From an optimization exercise on the open Yosys and OpenROAD flow, aimed at small area and few clock cycles per item; shortcuts taken in it are not production practice.
The RTL was checked by simulation tests, not by an equivalence proof against the original design.
Power and IR drop assume default switching activity.

<file path="flow/run.sh">
#!/bin/bash
set -euo pipefail
here=$(pwd)
mkdir -p scripts_abc
for f in "$FLOW_HOME"/scripts/*; do ln -sf "$f" scripts_abc/; done
rm -f scripts_abc/abc_speed.script
cp flow/abc_area.script scripts_abc/abc_speed.script
bash standard.sh SCRIPTS_DIR="$here/scripts_abc" synth > synth.log 2>&1
export CTS_ARGS="-sink_clustering_enable -repair_clock_nets -dont_use_dummy_load -buf_list {sky130_fd_sc_hd__clkbuf_4}"
export BUFFER_PORTS_ARGS="-buffer_cell sky130_fd_sc_hd__buf_1"
bash standard.sh finish > layout.log 2>&1
</file>
<file path="flow/abc_area.script">
strash
dch
&get -n
&nf -R 1000
&put
</file>
<file path="standard.sh">
#!/bin/bash
# synth_recipe.tcl (not shown) runs the flow's synth.tcl, then flattens the netlist and writes it again
# the make line also repeats each setting of config.mk as NAME=value (left out here)
make -C /OpenROAD-flow-scripts/flow DESIGN_CONFIG=/design/flow/config.mk WORK_HOME=/design/flow/orfs CLKGATE_MAP_FILE= SYNTH_SCRIPT=/design/flow/synth_recipe.tcl "${@:-finish}"
</file>
<file path="config.mk">
export PLATFORM = sky130hd
export DESIGN_NAME = button_long_press_release_detector
export DESIGN_NICKNAME = button_long_press_release_detector
export VERILOG_FILES = /design/flow/design.v
export SDC_FILE = /design/flow/constraint.sdc
export NUM_CORES = 4
export LEC_CHECK = 0
export CAP_MARGIN = 20
export CORE_MARGIN = 2
export CORE_UTILIZATION = 45
export SLEW_MARGIN = 20
</file>
<file path="constraint.sdc">
create_clock -name core_clock -period 6.0 [get_ports {clock}]
set_input_delay 1.2000 -clock core_clock [delete_from_list [all_inputs] [get_ports {clock}]]
set_output_delay 1.2000 -clock core_clock [all_outputs]
set_load 0.01 [all_outputs]
</file>
<file path="design.v">
package blprd_pkg;
   localparam int LEVEL_WIDTH = 16;
   localparam int TIME_WIDTH  = 32;
   localparam int LIMIT_WIDTH = 16;
   localparam int FIRST_WIDTH = 4;
   localparam logic [LIMIT_WIDTH-1:0] LIMIT_RESET = 16'd1000;
   function automatic logic [FIRST_WIDTH-1:0] lowest_bit(input logic [LEVEL_WIDTH-1:0] m);
      logic [FIRST_WIDTH-1:0] b;
      b = '0;
      for (int i = LEVEL_WIDTH - 1; i >= 0; i--) begin
         if (m[i]) begin
            b = i[FIRST_WIDTH-1:0];
         end
      end
      lowest_bit = b;
   endfunction
endpackage
module blprd_lane (
   input  logic                                clock,
   input  logic                                reset,
   input  logic                                enable,
   input  logic                                pressed,
   input  logic [blprd_pkg::LIMIT_WIDTH-1:0]   time_lo,      
   input  logic [blprd_pkg::LIMIT_WIDTH-1:0]   time_lim,     
   input  logic                                time_lim_neg,  
   input  logic                                step_hi_zero,  
   input  logic                                step_hi_m1,    
   input  logic                                step_hi_p1,    
   output logic                                prev_out,
   output logic                                event_out
);
   localparam int W = blprd_pkg::LIMIT_WIDTH;
   logic           prev_ff;
   logic           mark_ff;
   logic           aux_ff;
   logic [W-1:0]   start_ff;
   logic           flag;
   logic           wrap;
   logic           b0;
   logic           c2;
   logic           lo_ge;
   logic           hi_zero;
   logic           reached;
   logic [W:0]     lt;
   logic [W:0]     ge;
   assign lt[0] = 1'b0;
   assign ge[0] = 1'b1;
   for (genvar i = 0; i < W; i++) begin : g_cmp
      assign lt[i+1] = (!time_lo[i] && start_ff[i]) || (!time_lo[i] && lt[i])
                       || (start_ff[i] && lt[i]);
      assign ge[i+1] = (time_lim[i] && !start_ff[i]) || (time_lim[i] && ge[i])
                       || (!start_ff[i] && ge[i]);
   end
   assign b0      = lt[W];
   assign c2      = ge[W];
   assign flag    = mark_ff;
   assign wrap    = aux_ff;
   assign lo_ge   = (b0 == time_lim_neg) ? c2 : b0;
   assign hi_zero = (wrap == b0) ? step_hi_zero : (wrap ? step_hi_m1 : step_hi_p1);
   assign reached = lo_ge || !hi_zero;
   always_ff @(posedge clock) begin
      if (reset) begin
         prev_ff <= 1'b0;
      end else if (enable) begin
         prev_ff <= pressed;
      end
   end
   always_ff @(posedge clock) begin
      if (enable) begin
         mark_ff <= prev_ff && (pressed ? (flag || reached) : !flag);
         aux_ff  <= prev_ff && pressed && !flag && (reached || b0);
      end
   end
   always_ff @(posedge clock) begin
      if (!prev_ff) begin
         start_ff <= time_lo;
      end
   end
   assign prev_out  = prev_ff;
   assign event_out = prev_ff ? (mark_ff && aux_ff) : mark_ff;
endmodule
module blprd_merge (
   input  logic [blprd_pkg::LEVEL_WIDTH-1:0]    events,
   input  logic [blprd_pkg::LEVEL_WIDTH-1:0]    pressed,
   output logic                                 rsp_any_event,
   output logic                                 rsp_long_press_seen,
   output logic                                 rsp_release_seen,
   output logic                                 rsp_first_bit_valid,
   output logic [blprd_pkg::FIRST_WIDTH-1:0]    rsp_first_bit,
   output logic [blprd_pkg::LEVEL_WIDTH-1:0]    rsp_long_press_mask,
   output logic [blprd_pkg::LEVEL_WIDTH-1:0]    rsp_release_mask
);
   logic long_any;
   assign rsp_long_press_mask = events & pressed;
   assign rsp_release_mask    = events & ~pressed;
   assign long_any            = |rsp_long_press_mask;
   assign rsp_long_press_seen = long_any;
   assign rsp_release_seen    = |rsp_release_mask;
   assign rsp_any_event       = |events;
   assign rsp_first_bit_valid = |events;
   assign rsp_first_bit       = blprd_pkg::lowest_bit(long_any ? rsp_long_press_mask
                                                               : rsp_release_mask);
endmodule
module button_long_press_release_detector #(
   parameter int BUTTON_COUNT = 16
) (
   input  logic                                 clock,
   input  logic                                 reset,
   input  logic                                 req_valid,
   output logic                                 req_ready,
   input  logic [blprd_pkg::LEVEL_WIDTH-1:0]    req_button_levels,
   input  logic [blprd_pkg::TIME_WIDTH-1:0]     req_time_ms,
   output logic                                 rsp_valid,
   input  logic                                 rsp_ready,
   output logic                                 rsp_any_event,
   output logic                                 rsp_long_press_seen,
   output logic                                 rsp_release_seen,
   output logic                                 rsp_first_bit_valid,
   output logic [blprd_pkg::FIRST_WIDTH-1:0]    rsp_first_bit,
   output logic [blprd_pkg::LEVEL_WIDTH-1:0]    rsp_long_press_mask,
   output logic [blprd_pkg::LEVEL_WIDTH-1:0]    rsp_release_mask,
   input  logic                                 csr_write_enable,
   input  logic [blprd_pkg::LIMIT_WIDTH-1:0]    csr_write_data
);
   localparam int LW = blprd_pkg::LIMIT_WIDTH;
   localparam int TW = blprd_pkg::TIME_WIDTH;
   logic [LW-1:0]   limit_ff;
   logic [TW-1:LW]  time_hi_ff;
   logic            valid_ff;
   logic            accept;
   logic [TW-1:LW]  step_hi;
   logic [LW:0]     time_lim;
   logic            step_hi_zero;
   logic            step_hi_m1;
   logic            step_hi_p1;
   logic [blprd_pkg::LEVEL_WIDTH-1:0] events;
   logic [blprd_pkg::LEVEL_WIDTH-1:0] prevs;
   assign req_ready = !valid_ff || rsp_ready;
   assign accept    = req_valid && req_ready;
   always_ff @(posedge clock) begin
      if (reset) begin
         limit_ff <= blprd_pkg::LIMIT_RESET;
      end else if (csr_write_enable) begin
         limit_ff <= csr_write_data;
      end
   end
   always_ff @(posedge clock) begin
      if (reset) begin
         valid_ff <= 1'b0;
      end else begin
         valid_ff <= accept || (valid_ff && !rsp_ready);
      end
   end
   always_ff @(posedge clock) begin
      if (accept) begin
         time_hi_ff <= req_time_ms[TW-1:LW];
      end
   end
   assign step_hi      = req_time_ms[TW-1:LW] - time_hi_ff;
   assign step_hi_zero = step_hi == '0;
   assign step_hi_m1   = &step_hi;
   assign step_hi_p1   = step_hi == 16'd1;
   assign time_lim     = {1'b0, req_time_ms[LW-1:0]} - {1'b0, limit_ff};
   for (genvar i = 0; i < blprd_pkg::LEVEL_WIDTH; i++) begin : g_lane
      blprd_lane u_lane (
         .clock        (clock),
         .reset        (reset),
         .enable       (accept),
         .pressed      (i < BUTTON_COUNT ? ~req_button_levels[i] : 1'b1),
         .time_lo      (req_time_ms[LW-1:0]),
         .time_lim     (time_lim[LW-1:0]),
         .time_lim_neg (time_lim[LW]),
         .step_hi_zero (step_hi_zero),
         .step_hi_m1   (step_hi_m1),
         .step_hi_p1   (step_hi_p1),
         .prev_out     (prevs[i]),
         .event_out    (events[i])
      );
   end
   assign rsp_valid = valid_ff;
   blprd_merge u_merge (
      .events              (events),
      .pressed             (prevs),
      .rsp_any_event       (rsp_any_event),
      .rsp_long_press_seen (rsp_long_press_seen),
      .rsp_release_seen    (rsp_release_seen),
      .rsp_first_bit_valid (rsp_first_bit_valid),
      .rsp_first_bit       (rsp_first_bit),
      .rsp_long_press_mask (rsp_long_press_mask),
      .rsp_release_mask    (rsp_release_mask)
   );
endmodule
</file>
==> out/qor.yml, run 1 <==
p_leak_uw: 0.00735
whs_path_depth: 2
maxSlewHeadroom_pct: 34.0
clk_latency_ns: 0.79
place.detailed.hpwl_mm: 33.1
clockRootBuffer: "clkbuf_4"
ioPinCount: 111
status: "finished clean"
portBuffers: 110
synth_common_cells: "304 x edfxtp_1, 227 x nand2_1, 153 x o22ai_1"
maxCapViolCount: 0
synth_top_area_share_pct: 50.4
synthesis.yosys.warnings: 3
setup_viol: 0
path_common_cell: "a21oi_1"
synth.avg_cell_area_um2: 10.5
vdd_drop_max_uv: 181
dp_slack_ns: 0.0386
finish.net_count: 2084
post_cts_buffers: 0
htree_levels: 3
synthDistinctLibCells: 45
rr_startpoint: "time_hi_ff[16]"
syn_inst: 1720
hp-start: "limit_ff[5]"
crit_chain: "and3_1, or4_1, nor4_2, buf_4, clkinv_1, mux2i_1, a21oi_1, o21ai_0, a21oi_1, o21ai_0, a21oi_1, o21ai_0, a21oi_1, nor2_1, buf_1"
critPathLaunch: "g_lane[6].u_lane.mark_ff"
crit_slowest_cell: "or4_1"
synth_largest_area_cell: "edfxtp_1"
min_period_ns: 5.47
synthArstFlopShare_pct: 0
grt_max_degree: 44
wl_per_cell_um: 18.8
cts.sinks: 337
place.gp.congestion: 0.852
grtUsageTotal_pct: 22.4
synthTopCellsByArea: "edfxtp_1 50%, o22ai_1 5.3%, nand2_1 4.7%, dfxtp_1 3.6%, a21oi_1 3.5%"
ff2ff_path_depth: 24
place_inst: 2410
area_growth_pct: 13.6
max-clock-path-buffers: 3
viasPerCell: 6.22
postCtsHoldBufs: 0
critical_path_class: "reg2out"
routed_wl_mm: 47.1
drive_above_1_share_pct: 8.64
slew_violations: 0
fin_ws_ns: 0.534
crit_required_ns: 4.80
hold_slack_ns: 0.463
yosysMostFrequentCell: "edfxtp_1"
start_util_pct: 45.6
syn-num-nets: 1822
fp.coreArea_um2: 39700
ys_seq_area_share_pct: 54.1
grt_pass1_wl_mm: 76.0
max_stage_delay_ns: 0.59
die_w_um: 205
fillers: 3613
rsz0062_at_grt: "no"
synth_area_um2: 18100
ant_nets: 0
final-hold-violation-count: 0
post-route-drc-count: 0
synth_seq_cells: 337
cp-end-kind: "output pin"
final_core_util_pct: 51.8
fin_crit_sh_pct: 91.1
cts.clk_slew.worst_paths_ns: 0.06
start_kind: "flop"
drt_first_iter_violations: 1062
tns_ns: 0
dieArea_um2: 41900
floorplan.rows: 73
synth_edf_count: 304
grt_pass1_vias: 15526
cts_resized: 0
critPathArrivalTime_ns: 4.27
cp_num_buf_inv: 3
final_cells: 2506
grt_overflow: 0
die-height_um: 205
synth_ff_type: "edfxtp_1"
num_vias: 15595
hp-class: "reg2reg"
cp_max_fo: 16
worst_pin_slew_ns: 0.984
antenna_found_initial: 1
finClkSkew_ns: 0.0790
cts_tree: "done"
cp_num_cells: 15
path_delay_family: "simple AND/OR/NAND/NOR gates"
numCtsBuffers: 95
max_freq_mhz: 183
cellPowerDensity_nw_per_um2: 299
detail_route.first_pass.iterations: 5
placed cells by master, fill, tap and decap left out, types with 5 or more instances in the layout:
master	Yosys	layout
edfxtp_1	304	304
nand2_1	227	227
o22ai_1	153	153
a21oi_1	127	126
nor2_1	125	125
o21ai_0	119	119
buf_1	0	108
clkbuf_4	0	95
clkinv_1	72	72
a221oi_1	63	63
a22oi_1	56	56
buf_4	1	45
a31oi_1	37	37
a21o_1	33	33
dfxtp_1	33	33
a22o_1	32	32
o221ai_1	32	32
o211ai_1	31	31
maj3_1	31	31
ha_1	31	31
nor2b_1	28	28
a211oi_1	21	21
and3_1	18	18
nor3_1	19	18
or2_0	16	16
o221a_1	15	15
a311oi_1	13	13
xnor2_2	0	11
buf_12	0	11
xor2_1	12	10
nand3_1	6	6
or4_1	6	6
xnor2_1	17	6
nand2b_1	5	5
nor4_1	7	5
nand4_1	5	5
area by class of cell:
class | instances | area (um^2) | area share [%]
antenna | 1 | 2.50 | 0.0122
tap | 525 | 657 | 3.19
clock buffer | 95 | 713 | 3.47
sequential | 337 | 9790 | 47.6
inverter | 72 | 270 | 1.31
timing repair buffer | 166 | 973 | 4.73
multi-input combinational | 1310 | 8160 | 39.7
per-layer routing:
layer  vias to the layer above  track usage [%]  wire length (um)  part of all wire (%)
met1                      7658             29.0             21000                    45
met5                         -                0                 0                     0
met4                         0             7.07               726                   1.5
li1                       7503                -                 -                     -
met3                        70             3.69              2090                   4.4
met2                       364             38.2             23300                    49
metrics by stage:
stage               area, um^2  power (uW)
finish                   20600        6160
global placement         19900        4580
detailed placement       19900        4620
global route             20600        6550
floorplan                18200        4060
CTS                      20600        6210
worst reg2reg max path: stages (launching register included):
cell      delay (ns)
edfxtp_1        0.34
ha_1            0.16
clkinv_1        0.10
fa_1            0.41
a21o_1          0.18
a21o_1          0.19
a21o_1          0.17
a21oi_1         0.22
o21bai_1        0.09
a21oi_1         0.23
nor2b_1         0.08
o21a_1          0.18
o21ai_0         0.15
nand2b_1        0.08
a21oi_1         0.22
o21bai_1        0.09
a21oi_1         0.17
xor2_1          0.24
nand4_1         0.23
or3_1           0.45
buf_12          0.18
a31oi_1         0.19
o31ai_1         0.11
nor3_1          0.18
a211oi_1        0.08
final timing paths:
check | slack, ns | end
worst max-delay path | 0.53 | rsp_first_bit[0]
worst min-delay path | 0.46 | limit_ff[5]
worst max register to register | 1.00 | g_lane[14].u_lane.mark_ff
worst min register to register | 0.46 | limit_ff[5]
registers in the layout, indices dropped and copies added, names as in the netlist:
name                    cells
g_lane.u_lane.prev_ff      16
time_hi_ff                 16
limit_ff                   16
valid_ff                    1
g_lane.u_lane.mark_ff      16
g_lane.u_lane.aux_ff       16
g_lane.u_lane.start_ff    256
report_power, final:
part | leakage [uW] | internal (uW) | switching (uW)
combinational | 0.00354 | 662 | 965
clock | 0.000437 | 712 | 867
sequential | 0.00337 | 2780 | 166
total | 0.00735 | 4160 | 2000
cell families after synthesis:
family / Yosys count / share of synthesized area [%]
AOI/OAI and AO/OA: 748 / 27.6
xor gates and xnor gates: 29 / 1.40
adders and majority gates: 64 / 4.08
buffers and inverters: 73 / 1.53
DFF: 337 / 54.1
muxes: 3 / 0.180
and+or+nand+nor: 466 / 11.1
Testbench counts, summed over its fixed seeds: cycles 24,008, items 24,000.
==> inputs of run 2 (changes only) <==
--- a/design.v
+++ b/design.v
@@ -22,24 +22,17 @@
    input  logic                                pressed,
    input  logic [blprd_pkg::LIMIT_WIDTH-1:0]   time_lo,      
    input  logic [blprd_pkg::LIMIT_WIDTH-1:0]   time_lim,     
-   input  logic                                time_lim_neg,  
-   input  logic                                step_hi_zero,  
-   input  logic                                step_hi_m1,    
-   input  logic                                step_hi_p1,    
+   input  logic [7:0]                          held_sel,     
    output logic                                prev_out,
    output logic                                event_out
 );
    localparam int W = blprd_pkg::LIMIT_WIDTH;
-   logic           prev_ff;
-   logic           mark_ff;
-   logic           aux_ff;
+   logic           wait_ff;
+   logic           wrap_ff;
    logic [W-1:0]   start_ff;
-   logic           flag;
-   logic           wrap;
+   logic           released;
    logic           b0;
    logic           c2;
-   logic           lo_ge;
-   logic           hi_zero;
    logic           reached;
    logic [W:0]     lt;
    logic [W:0]     ge;
@@ -51,33 +44,39 @@
       assign ge[i+1] = (time_lim[i] && !start_ff[i]) || (time_lim[i] && ge[i])
                        || (!start_ff[i] && ge[i]);
    end
-   assign b0      = lt[W];
-   assign c2      = ge[W];
-   assign flag    = mark_ff;
-   assign wrap    = aux_ff;
-   assign lo_ge   = (b0 == time_lim_neg) ? c2 : b0;
-   assign hi_zero = (wrap == b0) ? step_hi_zero : (wrap ? step_hi_m1 : step_hi_p1);
-   assign reached = lo_ge || !hi_zero;
+   assign b0       = lt[W];
+   assign c2       = ge[W];
+   assign reached  = !held_sel[{wrap_ff, b0, c2}];
+   assign released = !wait_ff && !wrap_ff;
    always_ff @(posedge clock) begin
       if (reset) begin
-         prev_ff <= 1'b0;
+         wait_ff <= 1'b0;
+         wrap_ff <= 1'b0;
       end else if (enable) begin
-         prev_ff <= pressed;
+         wait_ff <= pressed && (wait_ff ? !reached : !wrap_ff);
+         wrap_ff <= pressed && (wait_ff ? (reached || b0) : wrap_ff);
+      end
+   end
+   always_ff @(posedge clock) begin
+      if (enable && pressed && released) begin
+         start_ff[W-1:1] <= time_lo[W-1:1];
       end
    end
    always_ff @(posedge clock) begin
       if (enable) begin
-         mark_ff <= prev_ff && (pressed ? (flag || reached) : !flag);
-         aux_ff  <= prev_ff && pressed && !flag && (reached || b0);
+         if (wait_ff) begin
+            if (!(pressed && !reached)) begin
+               start_ff[0] <= 1'b1;
+            end
+         end else if (released && pressed) begin
+            start_ff[0] <= time_lo[0];
+         end else begin
+            start_ff[0] <= 1'b0;
+         end
       end
    end
-   always_ff @(posedge clock) begin
-      if (!prev_ff) begin
-         start_ff <= time_lo;
-      end
-   end
-   assign prev_out  = prev_ff;
-   assign event_out = prev_ff ? (mark_ff && aux_ff) : mark_ff;
+   assign prev_out  = wrap_ff;
+   assign event_out = !wait_ff && start_ff[0];
 endmodule
 module blprd_merge (
    input  logic [blprd_pkg::LEVEL_WIDTH-1:0]    events,
@@ -133,6 +132,8 @@
    logic            step_hi_zero;
    logic            step_hi_m1;
    logic            step_hi_p1;
+   logic            lim_neg;
+   logic [7:0]      held_sel;
    logic [blprd_pkg::LEVEL_WIDTH-1:0] events;
    logic [blprd_pkg::LEVEL_WIDTH-1:0] prevs;
    assign req_ready = !valid_ff || rsp_ready;
@@ -161,6 +162,15 @@
    assign step_hi_m1   = &step_hi;
    assign step_hi_p1   = step_hi == 16'd1;
    assign time_lim     = {1'b0, req_time_ms[LW-1:0]} - {1'b0, limit_ff};
+   assign lim_neg      = time_lim[LW];
+   assign held_sel[3'b000] = step_hi_zero;
+   assign held_sel[3'b001] = step_hi_zero && lim_neg;
+   assign held_sel[3'b010] = step_hi_p1 && lim_neg;
+   assign held_sel[3'b011] = 1'b0;
+   assign held_sel[3'b100] = step_hi_m1;
+   assign held_sel[3'b101] = step_hi_m1 && lim_neg;
+   assign held_sel[3'b110] = step_hi_zero && lim_neg;
+   assign held_sel[3'b111] = 1'b0;
    for (genvar i = 0; i < blprd_pkg::LEVEL_WIDTH; i++) begin : g_lane
       blprd_lane u_lane (
          .clock        (clock),
@@ -169,10 +179,7 @@
          .pressed      (i < BUTTON_COUNT ? ~req_button_levels[i] : 1'b1),
          .time_lo      (req_time_ms[LW-1:0]),
          .time_lim     (time_lim[LW-1:0]),
-         .time_lim_neg (time_lim[LW]),
-         .step_hi_zero (step_hi_zero),
-         .step_hi_m1   (step_hi_m1),
-         .step_hi_p1   (step_hi_p1),
+         .held_sel     (held_sel),
          .prev_out     (prevs[i]),
          .event_out    (events[i])
       );
==> flow/run.sh (replaced) <==
#!/bin/bash
set -euo pipefail
here=$(pwd)
mkdir -p scripts_abc
for f in "$FLOW_HOME"/scripts/*; do ln -sf "$f" scripts_abc/; done
rm -f scripts_abc/abc_speed.script
cp flow/abc_area.script scripts_abc/abc_speed.script
bash standard.sh SCRIPTS_DIR="$here/scripts_abc" SYNTH_OPERATIONS_ARGS=-noshare synth > synth.log 2>&1
export CTS_ARGS="-sink_clustering_enable -repair_clock_nets -dont_use_dummy_load -buf_list {sky130_fd_sc_hd__clkbuf_4}"
export BUFFER_PORTS_ARGS="-buffer_cell sky130_fd_sc_hd__buf_1"
bash standard.sh finish > layout.log 2>&1
==> out/qor.yml, run 2 <==
status: "finished clean"
synth_top_area_share_pct: 46.0
synth_seq_cells: 321
syn-num-nets: 1813
clk_latency_ns: 0.80
place_inst: 2443
start_util_pct: 45.7
place.gp.congestion: 0.874
max-clock-path-buffers: 3
routed_wl_mm: 57.2
design_area_um2: 20800
area_growth_pct: 16.9
slew_violations: 0
post-route-drc-count: 0
met2_length_mm: 26.9
dieArea_um2: 41100
top_register: "g_lane.u_lane.start_ff"
worst_pin_slew_ns: 0.898
synthDistinctLibCells: 36
antenna_found_initial: 2
crit_required_ns: 4.80
post_cts_buffers: 0
yosysMostFrequentCell: "edfxtp_1"
numCtsBuffers: 92
top_layer: "met4"
num_vias: 16726
synth_ff_type: "edfxtp_1"
die-height_um: 203
synth_edf_count: 272
setup_viol: 0
min_period_ns: 5.61
place.detailed.hpwl_mm: 39.2
syn_inst: 1700
finish.net_count: 2132
synth_largest_area_cell: "edfxtp_1"
hp-class: "reg2reg"
drt-met1-wl_mm: 24.1
ant_nets: 0
synth_area_um2: 17800
maxSlewHeadroom_pct: 39.6
fin_crit_sh_pct: 93.5
cp-end-kind: "output pin"
max_freq_mhz: 178
drt_first_iter_violations: 1509
floorplan.rows: 72
synthesis.yosys.warnings: 3
final_common_cell: "edfxtp_1"
drive_above_1_share_pct: 11.9
start_kind: "flop"
vdd_drop_max_uv: 161
final_cells: 2538
viasPerCell: 6.59
finClkSkew_ns: 0.0904
final-hold-violation-count: 0
maxCapViolCount: 0
die_w_um: 203
synth_common_cells: "272 x edfxtp_1, 167 x nand2_1, 160 x o22ai_1"
clockRootBuffer: "clkbuf_4"
synthTopCellsByArea: "edfxtp_1 46%, o22ai_1 5.6%, dfxtp_1 5.5%, o221ai_1 3.9%, a22oi_1 3.8%"
cts.clk_slew.worst_paths_ns: 0.06
ioPinCount: 111
grt_pass1_wl_mm: 89.5
fp.coreArea_um2: 38800
cp_max_fo: 5
placed_cell_area_um2: 20100
final_cell_mix: "272 x edfxtp_1, 165 x nand2_1, 160 x o22ai_1"
ys_seq_area_share_pct: 51.5
detail_route.first_pass.iterations: 12
htree_levels: 3
rsz0062_at_grt: "no"
cellPowerDensity_nw_per_um2: 282
wl_per_cell_um: 22.5
synthArstFlopShare_pct: 0
p_leak_uw: 0.00703
critical_path_class: "reg2out"
portBuffers: 110
cts.sinks: 321
critPathArrivalTime_ns: 4.41
grt_pass1_vias: 16160
largest_reg_flops: 256
fillers: 3440
synth.avg_cell_area_um2: 10.4
grt_overflow: 0
postCtsHoldBufs: 0
dr_wl_met3_mm: 4.08
cts_tree: "done"
grt_max_degree: 71
grtUsageTotal_pct: 27.8
[run 2: cell types whose count changed after synthesis, sizes merged, moves of 17 or more]
cell,before,now
edfxtp,304,272
nor2,125,63
nor3,19,61
a21oi,127,102
nand2b,5,35
o221ai,32,80
a22o,32,64
a31oi,37,57
nand2,227,167
a21o,33,16
a22oi,56,89
clkinv,72,100
maj3,31,0
[run 2: kinds of logic after synthesis]
| family | synth area share, % |
|---|---|
| flip-flops | 51.5 |
| buffers and inverters | 2.16 |
| AND/OR/NAND/NOR | 12.2 |
| XOR/XNOR | 0.740 |
| AO/OA/AOI/OAI | 29.6 |
| adder cells (fa/ha/maj) | 3.78 |
[run 2: layout make-up]
class	count	area (um^2)	share of cell area, %
clock buffer	92	691	3.33
tap	518	648	3.12
multi-input combinational	1278	8400	40.5
inverter	100	375	1.81
antenna	3	7.51	0.0362
sequential	321	9150	44.1
timing repair buffer	226	1490	7.18
[run 2: final timing paths]
check | start | end | slack (ns) | depth (start not counted)
worst max-delay path | g_lane[11].u_lane.start_ff[0] | rsp_first_bit[0] | 0.39 | 15
worst min register to register | limit_ff[7] | limit_ff[7] | 0.45 | 2
worst min-delay path | limit_ff[7] | limit_ff[7] | 0.45 | 2
worst max register to register | time_hi_ff[16] | g_lane[0].u_lane.wait_ff | 0.82 | 26
[run 2: report_power, final]
part | switching (uW) | internal (uW)
logic | 981 | 683
clock network | 831 | 689
registers | 118 | 2560
[run 2: repair_timing]
action                     CTS  global route
setup endpoints to repair    0            13
resized for setup            0             3
hold endpoints to repair     0             0
[run 2: metrics by stage]
stage	hold WS (ns)	worst slack [ns]	total power, uW	util [%]	TNS (ns)
floorplan	0.429	0.0306	3630	-	0
global placement	0.438	-0.0997	4340	51.7	-1.72
detailed placement	0.447	-0.244	4360	51.7	-8.28
CTS	0.457	0.361	5890	53.4	0
global route	0.489	0.00947	6180	53.5	0
finish	0.453	0.389	5860	53.5	0
[run 2: per-layer routing]
layer / vias to the layer above / GRT usage (%)
met4: 0 / 11.8
met1: 8182 / 37.0
met5: - / 0
met2: 735 / 45.4
met3: 135 / 4.53
li1: 7674 / -
[run 2: worst max-delay path: stages (launching register included)]
cell and delay, ns:
edfxtp_1 0.54, nor2b_1 0.22, and2_0 0.24, or4_1 0.60, nor4_2 0.30, clkinv_1 0.22
o21ai_0 0.37, a21oi_1 0.07, o21ai_0 0.15, a21oi_1 0.08, o21ai_0 0.20, a21oi_1 0.09
o21ai_0 0.15, nand2_1 0.07, a21oi_1 0.16, buf_1 0.17
Testbench counts of run 2, summed over its fixed seeds: cycles 24,008, items 24,000.
==> inputs of run 3 (changes only) <==
==> flow/run.sh (replaced) <==
#!/bin/bash
set -euo pipefail
here=$(pwd)
mkdir -p scripts_abc
for f in "$FLOW_HOME"/scripts/*; do ln -sf "$f" scripts_abc/; done
rm -f scripts_abc/abc_speed.script
cp flow/abc_area.script scripts_abc/abc_speed.script
bash standard.sh SCRIPTS_DIR="$here/scripts_abc" SYNTH_OPERATIONS_ARGS=-noshare synth > synth.log 2>&1
export CTS_ARGS="-sink_clustering_enable -repair_clock_nets -dont_use_dummy_load -buf_list {sky130_fd_sc_hd__clkbuf_4} -sink_clustering_size 8 -sink_clustering_max_diameter 50"
export BUFFER_PORTS_ARGS="-buffer_cell sky130_fd_sc_hd__buf_1"
bash standard.sh finish > layout.log 2>&1
==> flow/abc_area.script (replaced) <==
strash
dch
&get -n
&nf -R 1000 -E 10
&put
==> out/qor.yml, run 3 <==
crit_slowest_cell: "xnor2_2"
routed_wl_mm: 64.2
final_common_cell: "edfxtp_1"
slew_violations: 0
syn-num-nets: 1772
cp_max_fo: 16
synth_common_cells: "272 x edfxtp_1, 176 x a22oi_1, 169 x o22ai_1"
floorplan.rows: 72
drive_above_1_share_pct: 10.3
grt_max_degree: 58
fin_crit_sh_pct: 93.7
finClkSkew_ns: 0.0651
place.gp.congestion: 0.929
top_register: "g_lane.u_lane.start_ff"
synthArstFlopShare_pct: 0
synth_top_area_share_pct: 46.3
fillers: 3555
die-height_um: 202
fin_ws_ns: 0.378
ioPinCount: 111
dieArea_um2: 40800
htree_levels: 2
ys_seq_area_share_pct: 51.8
post_cts_buffers: 0
finish.net_count: 2072
critPathArrivalTime_ns: 6.30
final-hold-violation-count: 0
start_kind: "primary input"
fp.coreArea_um2: 38700
worst_pin_slew_ns: 1.17
grt_overflow: 0
hp-class: "reg2reg"
detail_route.first_pass.iterations: 5
syn_inst: 1659
path_common_cell: "o21ai_0"
area_growth_pct: 15.7
antenna_found_initial: 2
synth_edf_count: 272
synth_seq_cells: 321
cp_num_buf_inv: 3
maxSlewHeadroom_pct: 22.3
postCtsHoldBufs: 0
cts_resized: 0
grtUsageTotal_pct: 31.0
critical_path_class: "in2reg"
p_leak_uw: 0.00688
rsz0062_at_grt: "no"
largest_reg_flops: 256
synth_ff_type: "edfxtp_1"
synthesis.yosys.warnings: 3
final_cell_mix: "272 x edfxtp_1, 176 x a22oi_1, 169 x o22ai_1"
wl_per_cell_um: 25.9
numCtsBuffers: 48
maxCapViolCount: 0
start_util_pct: 45.6
drt_first_iter_violations: 1960
synth_area_um2: 17700
max_freq_mhz: 178
crit_required_ns: 6.68
yosysMostFrequentCell: "edfxtp_1"
clk_latency_ns: 0.80
status: "finished clean"
path_delay_family: "compound AO/OA/AOI/OAI gates"
post-route-drc-count: 0
grt_pass1_vias: 15758
cts.clk_slew.worst_paths_ns: 0.10
clockRootBuffer: "clkbuf_4"
ant_nets: 0
crit_chain: "buf_1, clkinv_1, ha_1, fa_1, nor2b_1, o21ai_0, nand2b_1, fa_1, xnor2_2, o22ai_1, o21ai_0, o221ai_1, a21oi_1, a221oi_1, o21ai_0, o221ai_1, a21oi_1, a211oi_1, buf_4, nor3_1, a31oi_1, nor2b_1, nor3_1"
cts_tree: "done"
synthDistinctLibCells: 38
hold_slack_ns: 0.460
synthTopCellsByArea: "edfxtp_1 46%, a22oi_1 7.5%, o22ai_1 6.0%, dfxtp_1 5.6%, a21oi_1 3.9%"
num_vias: 16763
synth.avg_cell_area_um2: 10.6
max_stage_delay_ns: 0.70
place.detailed.hpwl_mm: 45.2
grt_pass1_wl_mm: 95.8
tns_ns: 0
dp_slack_ns: -0.385
portBuffers: 110
setup_viol: 0
synth_largest_area_cell: "edfxtp_1"
vdd_drop_max_uv: 151
min_period_ns: 5.62
die_w_um: 202
cts.sinks: 321
max-clock-path-buffers: 3
cellPowerDensity_nw_per_um2: 275
cp-end-kind: "flop"
final_core_util_pct: 52.8
viasPerCell: 6.77
==> run 3: changes by cell type after synthesis, sizes merged, moves of 27 or more <==
cell	before	now
a21oi	102	136
a22o	64	25
a22oi	89	176
a31oi	57	17
nand2	167	60
nand2b	35	4
nor3	61	34
==> run 3: cells by family (layout without fill, tap and decap cells) <==
group                    after synthesis  in the layout  share of synthesized area (%)
AO/OA/AOI/OAI                        868            868                           33.0
flip-flops                           321            321                           51.8
AND/OR/NAND/NOR                      284            284                           7.95
buffers and inverters                127            425                           2.72
adder cells (fa/ha/maj)               44             44                           3.80
XOR/XNOR                              15             15                          0.744
other                                  0              2                              0
==> run 3: stage by stage <==
step,power (uW),instances,cell area (um^2)
2_1_floorplan,3630,1659,17700
3_3_place_gp,4470,2427,20100
3_5_place_dp,4490,2427,20100
4_1_cts,5600,2475,20400
5_1_grt,5870,2477,20400
6_report,5620,2477,20400
==> run 3: final timing paths <==
path	start	to	slack [ns]	cells after the start
min reg2reg	limit_ff[5]	limit_ff[5]	0.46	2
max	req_time_ms[0]	g_lane[4].u_lane.wait_ff	0.38	23
max reg2reg	limit_ff[2]	g_lane[4].u_lane.wait_ff	0.61	21
min	limit_ff[5]	limit_ff[5]	0.46	2
==> run 3: worst min-delay path: stages, from the launching register on <==
cell and delay (ns):
dfxtp_1 0.31, clkinv_1 0.05, o21ai_0 0.06
==> run 3: layer usage <==
layer / vias up / wire (um) / global-route usage, %
li1: 7529 / - / -
met1: 8236 / 27400 / 44.8
met2: 854 / 28000 / 46.3
met3: 144 / 5980 / 4.79
met4: 0 / 2820 / 13.9
met5: - / 0 / 0
==> run 3: layout make-up <==
type / count / area [um^2] / share of cell area [%]
Sequential cell: 321 / 9150 / 44.8
Multi-Input combinational cell: 1211 / 8110 / 39.7
Timing Repair Buffer: 251 / 1690 / 8.25
Tap cell: 518 / 648 / 3.17
Inverter: 126 / 473 / 2.31
Clock buffer: 48 / 360 / 1.76
Antenna cell: 2 / 5.00 / 0.0245
==> run 3: where the power goes <==
group / switching, uW / total [uW] / internal (uW) / leakage (uW)
sequential: 123 / 2680 / 2560 / 0.00294
clock: 775 / 1140 / 365 / 0.000221
combinational: 1090 / 1810 / 715 / 0.00372
==> inputs of run 4 (changes only) <==
--- a/config.mk
+++ b/config.mk
@@ -7,5 +7,5 @@
 export LEC_CHECK = 0
 export CAP_MARGIN = 20
 export CORE_MARGIN = 2
-export CORE_UTILIZATION = 45
+export CORE_UTILIZATION = 70
 export SLEW_MARGIN = 20
==> out/qor.yml, run 4 <==
critPathLaunch: "req_time_ms[16]"
antenna_found_initial: 1
synth_top_family_by_area: "compound AO/OA/AOI/OAI gates"
ioPinCount: 111
fin_ws_ns: 0.384
maxCapViolCount: 0
grt_max_degree: 59
portBuffers: 110
vdd_drop_max_uv: 222
whs_path_depth: 2
synthArstFlopShare_pct: 0
top_register: "g_lane.u_lane.start_ff"
yosysMostFrequentCell: "edfxtp_1"
cp_max_fo: 7
synth_compound_area_share_pct: 33.0
place.detailed.hpwl_mm: 35.7
cts_tree: "done"
p_leak_uw: 0.00653
synth_xor_area_share_pct: 0.744
maxSlewHeadroom_pct: 27.7
syn-num-nets: 1772
r2r_end: "g_lane[1].u_lane.wrap_ff"
ant_nets: 0
drt_first_iter_violations: 2199
finish.net_count: 2002
max_freq_mhz: 178
min_period_ns: 5.62
routed_wl_mm: 49.9
synth_top_area_share_pct: 46.3
htree_levels: 2
final_common_cell: "edfxtp_1"
place_inst: 2171
synthDistinctLibCells: 38
die-height_um: 163
clockRootBuffer: "clkbuf_4"
finClkSkew_ns: 0.0856
numCtsBuffers: 46
cp-end-kind: "flop"
synth_ff_type: "edfxtp_1"
synthesis.yosys.warnings: 3
hp-class: "reg2reg"
worst_pin_slew_ns: 1.08
critPathArrivalTime_ns: 6.10
grt_pass1_vias: 15760
grt_pass1_wl_mm: 78.4
num_vias: 16487
drive_above_1_share_pct: 7.47
largest_reg_flops: 256
wl_per_cell_um: 22.5
synth_fa_ha_area_share_pct: 3.80
synth_common_cells: "272 x edfxtp_1, 176 x a22oi_1, 169 x o22ai_1"
status: "finished clean"
area_growth_pct: 11.2
placed_cell_area_um2: 19200
setup_viol: 0
die_w_um: 163
dp_slack_ns: -0.598
max_stage_delay_ns: 0.46
fin_crit_sh_pct: 93.6
synthMuxAreaShare_pct: 0
clk_latency_ns: 0.70
yosys.area_share.simple_pct: 7.95
rr_startpoint: "time_hi_ff[16]"
cts.clk_slew.worst_paths_ns: 0.09
path_common_cell: "a21oi_1"
design_area_um2: 19600
cts.sinks: 321
rsz0062_at_grt: "no"
viasPerCell: 7.43
synth_edf_count: 272
rrSetupSlack_ns: 0.67
start_kind: "primary input"
max-clock-path-buffers: 3
final_core_util_pct: 78.7
dieArea_um2: 26500
crit_required_ns: 6.48
cts_resized: 0
postCtsHoldBufs: 0
ys_seq_area_share_pct: 51.8
synthTopCellsByArea: "edfxtp_1 46%, a22oi_1 7.5%, o22ai_1 6.0%, dfxtp_1 5.6%, a21oi_1 3.9%"
final_cells: 2218
detail_route.first_pass.iterations: 6
synth_largest_area_cell: "edfxtp_1"
synth_area_um2: 17700
ff2ff_path_depth: 27
synth_seq_cells: 321
fp.coreArea_um2: 25000
hp-start: "limit_ff[3]"
crit_slowest_cell: "fa_1"
cellPowerDensity_nw_per_um2: 268
synth.avg_cell_area_um2: 10.6
post-route-drc-count: 0
slew_violations: 0
place.gp.congestion: 0.903
grtUsageTotal_pct: 37.1
min_to: "limit_ff[3]"
grt_overflow: 0
floorplan.rows: 58
syn_inst: 1659
final-hold-violation-count: 0
critical_path_class: "in2reg"
final_cell_mix: "272 x edfxtp_1, 176 x a22oi_1, 169 x o22ai_1"
post_cts_buffers: 0
start_util_pct: 70.7
[run 4: cell counts after synthesis]
No cell type changed its count.
[run 4: where the power goes]
part / internal (uW) / total (uW) / switching [uW] / leakage, uW
registers: 2550 / 2670 / 118 / 0.00294
clock network: 352 / 1060 / 708 / 0.000212
logic: 598 / 1520 / 925 / 0.00338
[run 4: worst max-delay path by stage]
stage / endpoint / slack [ns] / cells after the start
2_1_floorplan: g_lane[1].u_lane.wrap_ff / 0.04 / 22
4_1_cts: g_lane[1].u_lane.wrap_ff / 0.09 / 29
3_3_place_gp: g_lane[1].u_lane.wrap_ff / -0.07 / 29
6_report: g_lane[1].u_lane.wrap_ff / 0.38 / 29
3_5_place_dp: g_lane[3].u_lane.wait_ff / -0.60 / 27
5_1_grt: g_lane[0].u_lane.wait_ff / 0.07 / 27
[run 4: layer usage]
| layer | vias to the layer above | global-route usage (%) | wire length, um |
|---|---|---|---|
| met3 | 168 | 5.65 | 4520 |
| met2 | 1040 | 61.5 | 24300 |
| met4 | 0 | 18.5 | 2470 |
| met5 | - | 0 | 0 |
| li1 | 7389 | - | - |
| met1 | 7890 | 47.9 | 18700 |
[run 4: cell type report]
type                            instances  area (um^2)
Antenna cell                            1         2.50
Clock buffer                           46          345
Fill cell                            1646         5330
Inverter                              126          477
Multi-Input combinational cell       1211         8140
Sequential cell                       321         9150
Tap cell                              330          413
Timing Repair Buffer                  183         1110
[run 4: kinds of logic (layout without fill, tap and decap cells)]
logic type / count (synthesis) / after routing
adder cells (fa/ha/maj): 44 / 44
XOR/XNOR: 15 / 15
other: 0 / 1
buffers and inverters: 127 / 355
flip-flops: 321 / 321
AO/OA/AOI/OAI: 868 / 868
AND/OR/NAND/NOR: 284 / 284
[run 4: stage by stage]
stage                     TNS, ns  total power [uW]  hold slack (ns)
after detailed placement   -22.08              4200            0.448
final                           0              5260            0.457
after floorplan                 0              3630            0.429
after global placement     -0.211              4130            0.440
after CTS                       0              5220            0.461
after global routing            0              5490            0.498
[run 4: worst max-delay path: cells and delay by family]
| kind | cells | cell delay, ns |
|---|---|---|
| buffers and inverters | 4 | 0.42 |
| adder cells (fa/ha/maj) | 3 | 0.98 |
| AND/OR/NAND/NOR | 10 | 1.60 |
| AO/OA/AOI/OAI | 12 | 1.88 |
==> inputs of run 5 (changes only) <==
--- a/config.mk
+++ b/config.mk
@@ -7,5 +7,6 @@
 export LEC_CHECK = 0
 export CAP_MARGIN = 20
 export CORE_MARGIN = 2
-export CORE_UTILIZATION = 70
+export CORE_UTILIZATION = 60
+export PLACE_DENSITY = 0.8
 export SLEW_MARGIN = 20
==> out/qor.yml, run 5 <==
dieArea_um2: 30800
crit_required_ns: 6.57
rsz0062_at_grt: "no"
cts_tree: "done"
synthArstFlopShare_pct: 0
fin_ws_ns: 0.388
max_stage_delay_ns: 0.44
status: "finished clean"
num_vias: 17134
finish.net_count: 2058
final_cells: 2328
area_growth_pct: 14.1
cts.clk_slew.worst_paths_ns: 0.08
final_core_util_pct: 69.8
fin_crit_sh_pct: 93.5
start_kind: "primary input"
min_to: "limit_ff[5]"
yosysMostFrequentCell: "edfxtp_1"
synth_largest_area_cell: "edfxtp_1"
place_inst: 2280
ys_seq_area_share_pct: 51.8
synthDistinctLibCells: 38
cp_num_buf_inv: 5
detail_route.first_pass.iterations: 7
vdd_drop_max_uv: 191
p_leak_uw: 0.00681
critical_path_class: "in2reg"
clockRootBuffer: "clkbuf_4"
ff2ff_path_depth: 27
numCtsBuffers: 47
setup_viol: 0
rrSetupSlack_ns: 0.72
worst_pin_slew_ns: 1.16
critPathArrivalTime_ns: 6.18
maxCapViolCount: 0
cellPowerDensity_nw_per_um2: 276
grt_pass1_wl_mm: 90.4
grtUsageTotal_pct: 38.4
synth.avg_cell_area_um2: 10.6
largest_reg_flops: 256
final_cell_mix: "272 x edfxtp_1, 176 x a22oi_1, 169 x o22ai_1"
max_freq_mhz: 178
fillers: 2226
rr_startpoint: "time_hi_ff[16]"
final_common_cell: "edfxtp_1"
path_common_cell: "o21ai_0"
synthTopCellsByArea: "edfxtp_1 46%, a22oi_1 7.5%, o22ai_1 6.0%, dfxtp_1 5.6%, a21oi_1 3.9%"
final-hold-violation-count: 0
die_w_um: 176
synthesis.yosys.warnings: 3
viasPerCell: 7.36
synth_seq_cells: 321
max-clock-path-buffers: 3
synth_top_area_share_pct: 46.3
r2r_end: "g_lane[14].u_lane.wait_ff"
fp.coreArea_um2: 28900
dp_slack_ns: -0.291
die-height_um: 176
path_delay_family: "compound AO/OA/AOI/OAI gates"
place.gp.congestion: 0.996
grt_pass1_vias: 15892
synth_common_cells: "272 x edfxtp_1, 176 x a22oi_1, 169 x o22ai_1"
whs_path_depth: 2
wl_per_cell_um: 25.7
synth_edf_count: 272
antenna_found_initial: 2
slew_violations: 0
cp-end-kind: "flop"
min_period_ns: 5.61
clk_latency_ns: 0.71
hp-class: "reg2reg"
syn-num-nets: 1772
top_register: "g_lane.u_lane.start_ff"
post-route-drc-count: 0
grt_overflow: 0
drt_first_iter_violations: 2531
finClkSkew_ns: 0.0644
drive_above_1_share_pct: 9.78
routed_wl_mm: 59.9
floorplan.rows: 62
synth_ff_type: "edfxtp_1"
ioPinCount: 111
maxSlewHeadroom_pct: 22.8
cts.sinks: 321
ant_nets: 0
htree_levels: 2
start_util_pct: 61.2
synth_area_um2: 17700
syn_inst: 1659
cp_max_fo: 13
crit_slowest_cell: "fa_1"
portBuffers: 110
place.detailed.hpwl_mm: 42.1
grt_max_degree: 59
hp-start: "limit_ff[5]"
run 5: changes by cell type in the layout (fill, tap and decap cells not counted), sizes merged:
cell / delta
buf: +56
clkinv: +1
clkinvlp: -1
run 5: logic make-up (layout without fill, tap and decap cells):
group | count (synthesis) | in the layout | share of synthesized area [%]
AND/OR/NAND/NOR | 284 | 284 | 7.95
flip-flops | 321 | 321 | 51.8
other | 0 | 1 | 0
XOR/XNOR | 15 | 15 | 0.744
buffers and inverters | 127 | 411 | 2.72
adder cells (fa/ha/maj) | 44 | 44 | 3.80
AO/OA/AOI/OAI | 868 | 868 | 33.0
run 5: how the worst max path moves through the flow:
| stage | startpoint | to | depth (start not counted) |
|---|---|---|---|
| final | req_time_ms[0] | g_lane[0].u_lane.wait_ff | 25 |
| after global placement | req_time_ms[16] | g_lane[1].u_lane.wrap_ff | 29 |
| after detailed placement | req_time_ms[16] | g_lane[14].u_lane.wait_ff | 29 |
| after global routing | req_time_ms[16] | g_lane[0].u_lane.wait_ff | 27 |
| after CTS | req_time_ms[16] | g_lane[14].u_lane.wait_ff | 29 |
| after floorplan | req_time_ms[0] | g_lane[1].u_lane.wrap_ff | 22 |
run 5: repair_timing:
| item | in CTS | in global routing |
|---|---|---|
| endpoints found under the setup margin | 0 | 3 |
| hold buffers | 0 | 0 |
| setup buffers | 0 | 0 |
| resized for setup | 0 | 2 |
run 5: where the power goes:
group / switching (uW) / internal (uW)
Sequential: 124 / 2550
Combinational: 1080 / 700
Clock: 742 / 359
Total: 1940 / 3610
run 5: final cells by class:
type	count	area, um^2	share of cell area (%)
Antenna cell	1	2.50	0.0124
Clock buffer	47	353	1.75
Inverter	126	473	2.35
Multi-Input combinational cell	1211	8110	40.2
Sequential cell	321	9150	45.4
Tap cell	384	480	2.38
Timing Repair Buffer	238	1590	7.88
run 5: metrics by stage:
stage / setup TNS [ns] / total power (uW) / cell area [um^2] / hold slack [ns]
global route: 0 / 5760 / 20200 / 0.505
detailed placement: -7.74 / 4430 / 19800 / 0.450
floorplan: 0 / 3630 / 17700 / 0.429
global placement: -1.88 / 4380 / 19800 / 0.442
finish: 0 / 5560 / 20200 / 0.457
CTS: 0 / 5480 / 20100 / 0.463
run 5: worst min-delay path: stages (launching register included):
cell and delay [ns]:
dfxtp_1 0.31, clkinv_1 0.05, o21ai_0 0.06
run 5: routing by layer:
layer / wire length (um) / vias to the layer above / track usage, %
li1: - / 7513 / -
met1: 22100 / 8150 / 52.0
met2: 26500 / 1255 / 58.1
met3: 8210 / 216 / 10.4
met4: 3160 / 0 / 17.6
met5: 0 / - / 0
==> inputs of run 6 (changes only) <==
--- a/config.mk
+++ b/config.mk
@@ -8,5 +8,5 @@
 export CAP_MARGIN = 20
 export CORE_MARGIN = 2
 export CORE_UTILIZATION = 60
-export PLACE_DENSITY = 0.8
+export GPL_ROUTABILITY_DRIVEN = 0
 export SLEW_MARGIN = 20
==> out/qor.yml, run 6 <==
die-height_um: 176
synthDistinctLibCells: 38
comb_power_share_pct: 28.8
synthMuxAreaShare_pct: 0
synth_fa_ha_area_share_pct: 3.80
synth_top_area_share_pct: 46.3
synth_compound_area_share_pct: 33.0
portBuffers: 110
die_w_um: 176
detail_route.first_pass.iterations: 6
r2r_end: "g_lane[8].u_lane.wait_ff"
start_util_pct: 61.2
antenna_found_initial: 1
rrSetupSlack_ns: 0.80
fillers: 2266
synth.avg_cell_area_um2: 10.6
cp-end-kind: "flop"
rsz0062_at_grt: "no"
cts_tree: "done"
htree_levels: 2
clockRootBuffer: "clkbuf_4"
seqPwrFrac_pct: 50.6
ff2ff_path_depth: 25
numCtsBuffers: 47
place_inst: 2228
design_area_um2: 19700
ys_seq_area_share_pct: 51.8
final_common_cell: "edfxtp_1"
final_cells: 2277
crit_slowest_cell: "or4_1"
regArea_um2: 9150
tns_ns: 0
fp.coreArea_um2: 28900
min_period_ns: 5.50
clk_latency_ns: 0.71
cellPowerDensity_nw_per_um2: 268
status: "finished clean"
critical_path_class: "in2reg"
max-clock-path-buffers: 3
internal_power_uw: 3510
grtUsageTotal_pct: 32.3
synth_edf_count: 272
synthArstFlopShare_pct: 0
drt_first_iter_violations: 1783
hp-class: "reg2reg"
worst_pin_slew_ns: 1.09
hp-start: "limit_ff[5]"
ioPinCount: 111
synth_ff_type: "edfxtp_1"
fin_crit_sh_pct: 91.6
finish.net_count: 2006
place.detailed.hpwl_mm: 35.5
syn_inst: 1659
finClkSkew_ns: 0.0545
ant_nets: 0
synthTopCellsByArea: "edfxtp_1 46%, a22oi_1 7.5%, o22ai_1 6.0%, dfxtp_1 5.6%, a21oi_1 3.9%"
rr_startpoint: "time_hi_ff[16]"
p_clk_share_pct: 20.6
max_stage_delay_ns: 0.47
floorplan.rows: 62
final_core_util_pct: 68.3
synthesis.yosys.warnings: 3
dieArea_um2: 30800
post-route-drc-count: 0
synth_largest_area_cell: "edfxtp_1"
p_leak_uw: 0.00654
grt_max_degree: 58
grt_overflow: 0
viasPerCell: 7.12
top_register: "g_lane.u_lane.start_ff"
vdd_drop_max_uv: 209
maxSlewHeadroom_pct: 27.3
synth_seq_cells: 321
max_freq_mhz: 182
power_switching_uw: 1770
grt_pass1_vias: 15355
min_to: "limit_ff[5]"
placed_cell_area_um2: 19300
start_kind: "primary input"
cts.sinks: 321
grt_pass1_wl_mm: 79.3
num_vias: 16218
whs_path_depth: 2
path_common_cell: "a21oi_1"
setup_viol: 0
synth_area_um2: 17700
largest_reg_flops: 256
crit_required_ns: 6.58
yosys.area_share.simple_pct: 7.95
routed_wl_mm: 50.6
wl_per_cell_um: 22.2
maxCapViolCount: 0
area_growth_pct: 11.5
cp_max_fo: 9
post_cts_buffers: 0
multi_input_area_um2: 8120
synth_common_cells: "272 x edfxtp_1, 176 x a22oi_1, 169 x o22ai_1"
final_cell_mix: "272 x edfxtp_1, 176 x a22oi_1, 169 x o22ai_1"
drive_above_1_share_pct: 7.35
fin_ws_ns: 0.501
syn-num-nets: 1772
switching_share_pct: 33.5
synth_top_family_by_area: "compound AO/OA/AOI/OAI gates"
dp_slack_ns: -0.338
slew_violations: 0
final-hold-violation-count: 0
cts.clk_slew.worst_paths_ns: 0.09
critPathArrivalTime_ns: 6.08
synth_xor_area_share_pct: 0.744
yosysMostFrequentCell: "edfxtp_1"
[run 6: cell type report]
class,instances,share of cell area (%)
Sequential cell,321,46.4
Multi-Input combinational cell,1211,41.2
Timing Repair Buffer,186,5.70
Tap cell,384,2.44
Inverter,126,2.40
Clock buffer,47,1.79
Antenna cell,2,0.0254
[run 6: power groups by stage]
stage,Clock (uW),Combinational (uW),Sequential [uW]
after floorplan,0,948,2680
after global placement,0,1460,2710
after detailed placement,0,1490,2720
after global routing,1180,1670,2680
after CTS,1110,1500,2670
final,1090,1520,2670
[run 6: what timing repair did]
| item | 4_1_cts | 5_1_grt |
|---|---|---|
| gates resized for setup | 0 | 3 |
| setup endpoints to repair | 0 | 18 |
| hold buffers | 0 | 0 |
[run 6: worst max path at each step]
stage | from | end
5_1_grt | req_time_ms[16] | g_lane[1].u_lane.wrap_ff
3_5_place_dp | req_time_ms[16] | g_lane[1].u_lane.wrap_ff
6_report | req_time_ms[16] | g_lane[8].u_lane.wait_ff
2_1_floorplan | req_time_ms[0] | g_lane[1].u_lane.wrap_ff
4_1_cts | req_time_ms[16] | g_lane[1].u_lane.wrap_ff
3_3_place_gp | req_time_ms[16] | g_lane[1].u_lane.wrap_ff
[run 6: routing by layer]
layer  part of all wire (%)  GRT usage (%)
met2                     48           53.6
met5                      0              0
met1                     40           43.5
met4                    3.6           12.3
met3                    8.8           4.65
[run 6: worst max-delay path: cells and delay by family]
kind	cells	cell delay, ns
buf+inv	4	0.39
simple gates	8	1.69
compound gates	12	1.82
fa+ha+maj	3	0.97
[run 6: kinds of logic (layout without fill, tap and decap cells)]
group,Yosys count,count (layout)
AOI/OAI and AO/OA,868,868
xor gates and xnor gates,15,15
adders and majority gates,44,44
buffers and inverters,127,359
DFF,321,321
other,0,2
and+or+nand+nor,284,284
[run 6: through the flow]
stage	hold WS (ns)	total power (uW)
final	0.446	5280
after global routing	0.460	5530
after detailed placement	0.445	4210
after floorplan	0.429	3630
after CTS	0.453	5270
after global placement	0.441	4170
==> inputs of run 7 (changes only) <==
--- a/config.mk
+++ b/config.mk
@@ -8,5 +8,4 @@
 export CAP_MARGIN = 20
 export CORE_MARGIN = 2
 export CORE_UTILIZATION = 60
-export GPL_ROUTABILITY_DRIVEN = 0
 export SLEW_MARGIN = 20
==> out/qor.yml, run 7 <==
critPathArrivalTime_ns: 6.05
detail_route.first_pass.iterations: 6
syn_inst: 1659
fillers: 2244
hold_slack_ns: 0.456
ioPinCount: 111
ys_seq_area_share_pct: 51.8
grt_max_degree: 58
die_w_um: 176
slew_violations: 0
clk_latency_ns: 0.70
synth_top_area_share_pct: 46.3
cp_max_fo: 7
max_stage_delay_ns: 0.46
rrSetupSlack_ns: 0.69
dieArea_um2: 30800
vdd_drop_max_uv: 184
critPathLaunch: "req_time_ms[16]"
cts.clk_slew.worst_paths_ns: 0.08
viasPerCell: 7.03
portBuffers: 110
fp.coreArea_um2: 28900
synthArstFlopShare_pct: 0
synth_largest_area_cell: "edfxtp_1"
path_common_cell: "a21oi_1"
start_kind: "primary input"
floorplan.rows: 62
yosysMostFrequentCell: "edfxtp_1"
synth_edf_count: 272
cts_tree: "done"
p_leak_uw: 0.00654
final_common_cell: "edfxtp_1"
design_area_um2: 19700
status: "finished clean"
worst_pin_slew_ns: 1.06
numCtsBuffers: 47
hp-class: "reg2reg"
place_inst: 2226
finish.net_count: 2004
maxSlewHeadroom_pct: 29.5
grt_pass1_vias: 15404
grt_overflow: 0
drt_first_iter_violations: 1928
start_util_pct: 61.2
final_cell_mix: "272 x edfxtp_1, 176 x a22oi_1, 169 x o22ai_1"
syn-num-nets: 1772
ant_nets: 0
final_cells: 2274
cellPowerDensity_nw_per_um2: 266
post-route-drc-count: 0
synth_common_cells: "272 x edfxtp_1, 176 x a22oi_1, 169 x o22ai_1"
maxCapViolCount: 0
top_register: "g_lane.u_lane.start_ff"
max-clock-path-buffers: 3
max_freq_mhz: 179
clockRootBuffer: "clkbuf_4"
drive_above_1_share_pct: 7.20
die-height_um: 176
synthesis.yosys.warnings: 3
place.gp.congestion: 0.881
crit_end: "g_lane[1].u_lane.wrap_ff"
num_vias: 15989
routed_wl_mm: 49.5
wl_per_cell_um: 21.8
synth.avg_cell_area_um2: 10.6
grt_pass1_wl_mm: 78.2
fin_crit_sh_pct: 93.1
place.detailed.hpwl_mm: 35.4
critical_path_class: "in2reg"
placed_cell_area_um2: 19300
synth_ff_type: "edfxtp_1"
p_total_uw: 5250
r2r_end: "g_lane[1].u_lane.wrap_ff"
grtUsageTotal_pct: 31.5
largest_reg_flops: 256
crit_required_ns: 6.47
synth_seq_cells: 321
crit_slowest_cell: "fa_1"
rr_startpoint: "time_hi_ff[16]"
final_core_util_pct: 68.3
antenna_found_initial: 2
synthDistinctLibCells: 38
area_growth_pct: 11.6
rsz0062_at_grt: "no"
cts.sinks: 321
final-hold-violation-count: 0
finClkSkew_ns: 0.0872
setup_viol: 0
ff2ff_path_depth: 27
min_period_ns: 5.58
synth_area_um2: 17700
cp-end-kind: "flop"
synthTopCellsByArea: "edfxtp_1 46%, a22oi_1 7.5%, o22ai_1 6.0%, dfxtp_1 5.6%, a21oi_1 3.9%"
htree_levels: 2
-- run 7: worst min path at each step --
stage | to | start | cells past startpoint | slack (ns)
after floorplan | limit_ff[3] | limit_ff[3] | 2 | 0.43
after global placement | limit_ff[9] | limit_ff[9] | 2 | 0.44
after detailed placement | limit_ff[7] | limit_ff[7] | 2 | 0.45
after CTS | limit_ff[7] | limit_ff[7] | 2 | 0.46
after global routing | limit_ff[7] | limit_ff[7] | 2 | 0.47
final | limit_ff[9] | limit_ff[9] | 2 | 0.46
-- run 7: layout make-up --
type / count / area, um^2 / share of cell area (%)
antenna: 1 / 2.50 / 0.0127
clock buffer: 47 / 353 / 1.79
inverter: 126 / 473 / 2.40
multi-input combinational: 1211 / 8110 / 41.1
sequential: 321 / 9150 / 46.4
tap: 384 / 480 / 2.44
timing repair buffer: 184 / 1150 / 5.81
-- run 7: report_power, final --
group	switching (uW)	total [uW]	internal [uW]
registers	113	2670	2550
logic	913	1510	601
clock network	714	1070	359
-- run 7: per-stage QoR --
stage | setup TNS (ns) | setup WS (ns)
2_1_floorplan | 0 | 0.0369
3_3_place_gp | -0.465 | -0.0647
3_5_place_dp | -9.13 | -0.325
4_1_cts | 0 | 0.346
5_1_grt | 0 | 0.0469
6_report | 0 | 0.416
-- run 7: cell families (layout without fill, tap and decap cells) --
family	count (synthesis)	in the layout	share of synthesized area (%)
and+or+nand+nor	284	284	7.95
buffers and inverters	127	357	2.72
AOI/OAI and AO/OA	868	868	33.0
adders and majority gates	44	44	3.80
other	0	1	0
DFF	321	321	51.8
xor gates and xnor gates	15	15	0.744
-- run 7: critical path, delay by kind of cell --
| kind | cells | cell delay [ns] |
|---|---|---|
| buf+inv | 4 | 0.45 |
| compound gates | 12 | 1.71 |
| fa+ha+maj | 3 | 0.97 |
| simple gates | 10 | 1.69 |
-- run 7: timing repair --
item / 4_1_cts / 5_1_grt
hold buffers: 0 / 0
buffers inserted: 0 / 0
setup endpoints to repair: 0 / 17
gates resized for setup: 0 / 2
-- run 7: per-layer routing --
metal / GRT usage [%] / vias to the layer above / wire, um
met2: 53.9 / 765 / 24200
met1: 41.9 / 7744 / 20100
met3: 3.44 / 92 / 3630
li1: - / 7388 / -
met5: 0 / - / 0
met4: 11.2 / 0 / 1540
==> inputs of run 8 (changes only) <==
==> flow/run.sh (replaced) <==
#!/bin/bash
set -euo pipefail
here=$(pwd)
mkdir -p scripts_abc
for f in "$FLOW_HOME"/scripts/*; do ln -sf "$f" scripts_abc/; done
rm -f scripts_abc/abc_speed.script
cp flow/abc_area.script scripts_abc/abc_speed.script
bash standard.sh SCRIPTS_DIR="$here/scripts_abc" SYNTH_OPERATIONS_ARGS=-noshare synth > synth.log 2>&1
export CTS_ARGS="-sink_clustering_enable -repair_clock_nets -dont_use_dummy_load -buf_list {sky130_fd_sc_hd__clkbuf_4} -sink_clustering_size 10 -sink_clustering_max_diameter 60"
export BUFFER_PORTS_ARGS="-buffer_cell sky130_fd_sc_hd__buf_1"
bash standard.sh finish > layout.log 2>&1
==> out/qor.yml, run 8 <==
status: "finished clean"
cts_tree: "done"
grtUsageTotal_pct: 31.5
cp-end-kind: "flop"
antenna_found_initial: 3
max_stage_delay_ns: 0.46
num_vias: 16061
final_cell_mix: "272 x edfxtp_1, 176 x a22oi_1, 169 x o22ai_1"
finish.net_count: 1995
critical_path_class: "in2reg"
path_common_cell: "a21oi_1"
design_area_um2: 19600
cp_max_fo: 7
numCtsBuffers: 38
clockRootBuffer: "clkbuf_4"
hp-class: "reg2reg"
place.detailed.hpwl_mm: 35.4
dieArea_um2: 30800
setup_viol: 0
ant_nets: 0
crit_required_ns: 6.46
grt_pass1_wl_mm: 78.0
final_common_cell: "edfxtp_1"
syn_inst: 1659
viasPerCell: 7.09
synthTopCellsByArea: "edfxtp_1 46%, a22oi_1 7.5%, o22ai_1 6.0%, dfxtp_1 5.6%, a21oi_1 3.9%"
top_register: "g_lane.u_lane.start_ff"
cts.sinks: 321
grt_max_degree: 58
placed_cell_area_um2: 19300
area_growth_pct: 11.3
min_period_ns: 5.62
slew_violations: 0
yosysMostFrequentCell: "edfxtp_1"
synth_ff_type: "edfxtp_1"
portBuffers: 110
synthDistinctLibCells: 38
largest_reg_flops: 256
max-clock-path-buffers: 3
floorplan.rows: 62
max_freq_mhz: 178
final_core_util_pct: 68.1
start_kind: "primary input"
critPathArrivalTime_ns: 6.07
wl_per_cell_um: 21.9
ioPinCount: 111
postCtsHoldBufs: 0
synth_seq_cells: 321
p_leak_uw: 0.00650
htree_levels: 2
worst_pin_slew_ns: 1.05
drt_first_iter_violations: 1761
start_util_pct: 61.2
grt_pass1_vias: 15336
fillers: 2241
detail_route.first_pass.iterations: 6
cts.clk_slew.worst_paths_ns: 0.10
place.gp.congestion: 0.881
clk_latency_ns: 0.67
drive_above_1_share_pct: 6.76
synth_top_area_share_pct: 46.3
synthesis.yosys.warnings: 3
grt_overflow: 0
maxCapViolCount: 0
cellPowerDensity_nw_per_um2: 263
syn-num-nets: 1772
maxSlewHeadroom_pct: 28.3
die-height_um: 176
fp.coreArea_um2: 28900
finClkSkew_ns: 0.0720
vdd_drop_max_uv: 185
crit_slowest_cell: "fa_1"
die_w_um: 176
synthArstFlopShare_pct: 0
post-route-drc-count: 0
synth_largest_area_cell: "edfxtp_1"
synth_common_cells: "272 x edfxtp_1, 176 x a22oi_1, 169 x o22ai_1"
final-hold-violation-count: 0
synth.avg_cell_area_um2: 10.6
routed_wl_mm: 49.5
fin_crit_sh_pct: 93.6
synth_edf_count: 272
synth_area_um2: 17700
ys_seq_area_share_pct: 51.8
## run 8: area by class of cell
| class | instances | area (um^2) | share of cell area [%] |
|---|---|---|---|
| inverters | 126 | 473 | 2.41 |
| clock buffers | 38 | 285 | 1.45 |
| repair buffers | 184 | 1150 | 5.83 |
| multi-input cells | 1211 | 8110 | 41.3 |
| flip-flops and latches | 321 | 9150 | 46.6 |
| well taps | 384 | 480 | 2.45 |
| diodes | 1 | 2.50 | 0.0127 |
## run 8: worst paths after layout
check                                                 to  slack [ns]       startpoint  cells past startpoint
worst max-delay path            g_lane[1].u_lane.wrap_ff        0.38  req_time_ms[16]                     29
worst min-delay path                         limit_ff[9]        0.46      limit_ff[9]                      2
worst max register to register  g_lane[1].u_lane.wrap_ff        0.67   time_hi_ff[16]                     27
worst min register to register               limit_ff[9]        0.46      limit_ff[9]                      2
## run 8: critical path: cells and delay by family
kind	cells	cell delay (ns)
adders and majority gates	3	0.97
AOI/OAI and AO/OA	12	1.72
and+or+nand+nor	10	1.70
buffers and inverters	4	0.45
## run 8: per-layer routing
layer | vias up | track usage [%] | wire length (um)
met4 | 2 | 14.1 | 2120
met2 | 742 | 52.6 | 23700
li1 | 7382 | - | -
met1 | 7835 | 41.4 | 19900
met3 | 100 | 4.31 | 3710
met5 | - | 0 | 13
## run 8: repair_timing
item | CTS | global route
resized for setup | 0 | 2
setup endpoints to repair | 0 | 24
setup buffers | 0 | 0
## run 8: cell families after synthesis
kind of cell             count (synthesis)  synth area share [%]
buffers and inverters                  127                  2.72
XOR/XNOR                                15                 0.744
AND/OR/NAND/NOR                        284                  7.95
AO/OA/AOI/OAI                          868                  33.0
adder cells (fa/ha/maj)                 44                  3.80
flip-flops                             321                  51.8
## run 8: metrics by stage
stage               cells  hold WS, ns  power, uW  setup WS, ns  setup TNS (ns)
finish               2265        0.459       5170         0.382               0
global route         2265        0.474       5410       -0.0168         -0.0168
CTS                  2264        0.463       5170         0.292               0
detailed placement   2226        0.448       4200        -0.325           -9.13
global placement     2226        0.439       4160       -0.0647          -0.465
floorplan            1659        0.429       3630        0.0369               0
## run 8: power by group
part	internal [uW]	leakage [uW]	switching, uW
Clock	293	0.000175	699
Combinational	601	0.00339	914
Sequential	2550	0.00294	114

port drivers added, routing unchanged:
The flow's constraints put no driver on any port. The routed layouts listed below were extracted and timed again, unchanged, in two steps. Step 1 (the two cells are an assumption about what drives the block):
set clk [get_ports {clock}]
set_driving_cell -lib_cell sky130_fd_sc_hd__clkbuf_16 $clk
set_driving_cell -lib_cell sky130_fd_sc_hd__buf_2 [delete_from_list [all_inputs] $clk]
Step 2 moves the port delays by t, midway between the first and last clock arrival at a register: inputs arrive t later, outputs are due t later. That takes back most of the time a late clock gives input paths. Slacks: no drivers / after step 1 / after step 2; pairs: no drivers / after step 1.
| run | t, ns | setup slack, ns | worst data-port slew with drivers (ns) | cell pins on the clock port's net |
|---|---|---|---|---|
| run 1 | 0.797 | 0.534 / 0.481 / -0.032 | 0.05 | 1 |
| run 2 | 0.807 | 0.389 / 0.337 / -0.246 | 0.06 | 1 |
| run 3 | 0.827 | 0.378 / 0.367 / -0.459 | 0.08 | 1 |
| run 4 | 0.706 | 0.384 / 0.395 / -0.299 | 0.07 | 1 |
| run 5 | 0.729 | 0.388 / 0.408 / -0.321 | 0.06 | 1 |
| run 6 | 0.731 | 0.501 / 0.527 / -0.204 | 0.07 | 1 |
| run 7 | 0.712 | 0.416 / 0.426 / -0.262 | 0.06 | 1 |
| run 8 | 0.688 | 0.382 / 0.414 / -0.274 | 0.07 | 1 |
Met with ideal ports but missed after step 2: setup timing in every run listed. For run 3, which loses most, drivers alone change the setup slack by -0.011 ns; drivers and shift together by -0.837 ns.
